What follows belongs to an exercise in optimizing a design on an open flow for small area, a short achievable clock period and few clock cycles; a production flow would make more cautious choices. At most, simulation tests tie the RTL to the original design; equivalence was not proved. Power figures rest on the tool's default switching activity, not on a simulated workload.

// lsu_top
module lsu_top (
  input  logic        clk,
  input  logic        reset,
  input  logic        in_valid,
  output logic        in_ready,
  input  logic [2:0]  in_funct3,
  input  logic        in_mm_re,
  input  logic        in_mm_we,
  input  logic        in_atomic,
  input  logic [4:0]  in_funct5,
  input  logic [63:0] in_addr,
  input  logic [4:0]  in_rd_addr,
  input  logic [63:0] in_data,
  output logic        dbus_req,
  output logic        dbus_we,
  output logic [63:0] dbus_addr,
  output logic [7:0]  dbus_sel,
  output logic [63:0] dbus_wdata,
  input  logic        dbus_ack,
  input  logic [63:0] dbus_rdata,
  output logic        wb_valid,
  output logic        wb_we,
  output logic [4:0]  wb_rd_addr,
  output logic [63:0] wb_rd_data,
  output logic        misaligned
);
Settings: LEC_CHECK=0, CAP_MARGIN=20, CORE_MARGIN=2, CORE_UTILIZATION=55, CTS_BUF_LIST=sky130_fd_sc_hd__clkbuf_8, CTS_CLUSTER_SIZE=40, SETUP_SLACK_MARGIN=3.7, SLEW_MARGIN=20, TNS_END_PERCENT=5; clock period 8.0 ns.
standard.sh (not shown) runs the stock make flow with config.mk's settings and CLKGATE_MAP_FILE= SYNTH_SCRIPT=/design/flow/synth_recipe.tcl, a recipe that flattens the netlist after the stock synthesis.
==> flow/flow/run.sh <==
#!/bin/bash
# The standard layout (standard.sh: the standard flow's own ORFS flow and synthesis, unchanged), with the
# port buffers that placement inserts made sky130_fd_sc_hd__buf_1 instead of the default cell.
set -euo pipefail
export BUFFER_PORTS_ARGS="-buffer_cell sky130_fd_sc_hd__buf_1"
bash standard.sh > standard_flow.log 2>&1
The starting point went through all stages and came out clean.
Testbench counts at the start, summed over its fixed seeds: cycles 8,991.
Then changed:
CTS_BUF_LIST = unset   (was sky130_fd_sc_hd__clkbuf_8)
CTS_CLUSTER_SIZE = unset   (was 40)
SETUP_SLACK_MARGIN = 4.0   (was 3.7)
TNS_END_PERCENT = 20   (was 5)
Outcome: Total power came out higher by 5.6%. Register-to-register slack improves by 0.31 ns. Clock power is higher by about 10%. Flip-flop and latch count does not change. Hold slack degrades by 0.0036 ns.
Then changed:
CTS_BUF_LIST = sky130_fd_sc_hd__clkbuf_8   (was unset)
CTS_CLUSTER_SIZE = 40   (was unset)
PLACE_DENSITY = 0.72   (was unset)
SETUP_SLACK_MARGIN = 3.7   (was 4.0)
TNS_END_PERCENT = 5   (was 20)
Result:
- The new run produced a clean layout
- combinational power is lower by about 5%
- total power is lower by 7.3%
- wire length is lower by 3.0%
Then changed:
CTS_BUF_LIST = unset   (was sky130_fd_sc_hd__clkbuf_8)
CTS_CLUSTER_SIZE = unset   (was 40)
PLACE_DENSITY = unset   (was 0.72)
- die area is unchanged
- combinational power is about the same
- global-route usage rises by 0.93 points
- cell area climbs by 1.8%
- flip-flop and latch count does not change
- register-to-register slack is better by 0.08 ns
- total power rises by 7.9%
- count of clock-buffer cells in the layout came out lower by 13

== old ==
Another version of the RTL of lsu_top (not shown whole).
Size in the first run: ~2,600 cells after synthesis, ~200 flip-flops, roughly 420 I/O pins, roughly 22,000 µm² of cells after synthesis.
Settings: LEC_CHECK=0, CAP_MARGIN=20, CORE_MARGIN=2, CORE_UTILIZATION=40, SETUP_SLACK_MARGIN=4.4, SLEW_MARGIN=20; clock period 8.0 ns.
run.sh (not shown) runs the stock make flow with config.mk's settings and CLKGATE_MAP_FILE= SYNTH_SCRIPT=/design/flow/synth_recipe.tcl, a recipe that flattens the netlist after the stock synthesis.
Stock flow here: none of the scripts above is used.
Having completed the whole flow, old delivered a layout that passed the timing, design-rule and antenna checks.
Modified inputs, new compared to old
# old
export LEC_CHECK = 0
export CAP_MARGIN = 20
export CORE_MARGIN = 2
export CORE_UTILIZATION = 40
export SETUP_SLACK_MARGIN = 4.4
export SLEW_MARGIN = 20
create_clock -name core_clock -period 8.0 [get_ports {clk}]
# new
export LEC_CHECK = 0
export CAP_MARGIN = 20
export CORE_MARGIN = 2
export CORE_UTILIZATION = 40
export SETUP_SLACK_MARGIN = 3.8
export SLEW_MARGIN = 20
create_clock -name core_clock -period 8.0 [get_ports {clk}]
### Flow results
The final layout from new, which completed every stage, passed the timing, design-rule and antenna checks at the end of the flow. The number of cells traversed by the worst register-to-register path of new and that of old are within noise of each other. In terms of via count, new and old differ only marginally. new vs. old: net switching power higher, time the worst path needs with I/O delays and setup went down by 0.14 ns, utilization went up 0.96 points, internal power contribution has increased, cell area power density higher.
No run of this note included a check of the RTL's function; only the layout flow was run.

## port drivers added, routing unchanged
In the flow no input, the clock included, has a driving cell. The finished layouts below were timed again as built, in two steps.
Step 1 sets driving cells, clkbuf_16 on the clock port and buf_2 on the other inputs (assumed; they add their load-dependent delay and slew).
Step 2 times the ports against the registers' clock, not the clock port: input delays grow and output delays shrink by t, the midpoint of the rising clock arrivals with the driver on.
Three values: ideal ports, drivers, drivers and shift; two values: the first two.
run | t, ns | setup WS [ns] | cell pins on the clock port's net
the first run of note 1 | 0.651 | 3.492 / 3.443 / 3.236 | 1
the second run of note 1 | 0.643 | 3.580 / 3.509 / 3.504 | 1
the third run of note 1 | 0.678 | 3.392 / 3.320 / 3.320 | 1
the fourth run of note 1 | 0.637 | 3.509 / 3.455 / 3.189 | 1
old | 0.622 | 2.773 / 2.554 / 1.932 | 1
new | 0.617 | 2.913 / 2.572 / 1.955 | 1
After both steps setup and hold are still met in every run listed. The setup slack of new, which loses most, moves by -0.341 ns with the drivers and by -0.958 ns with both steps.
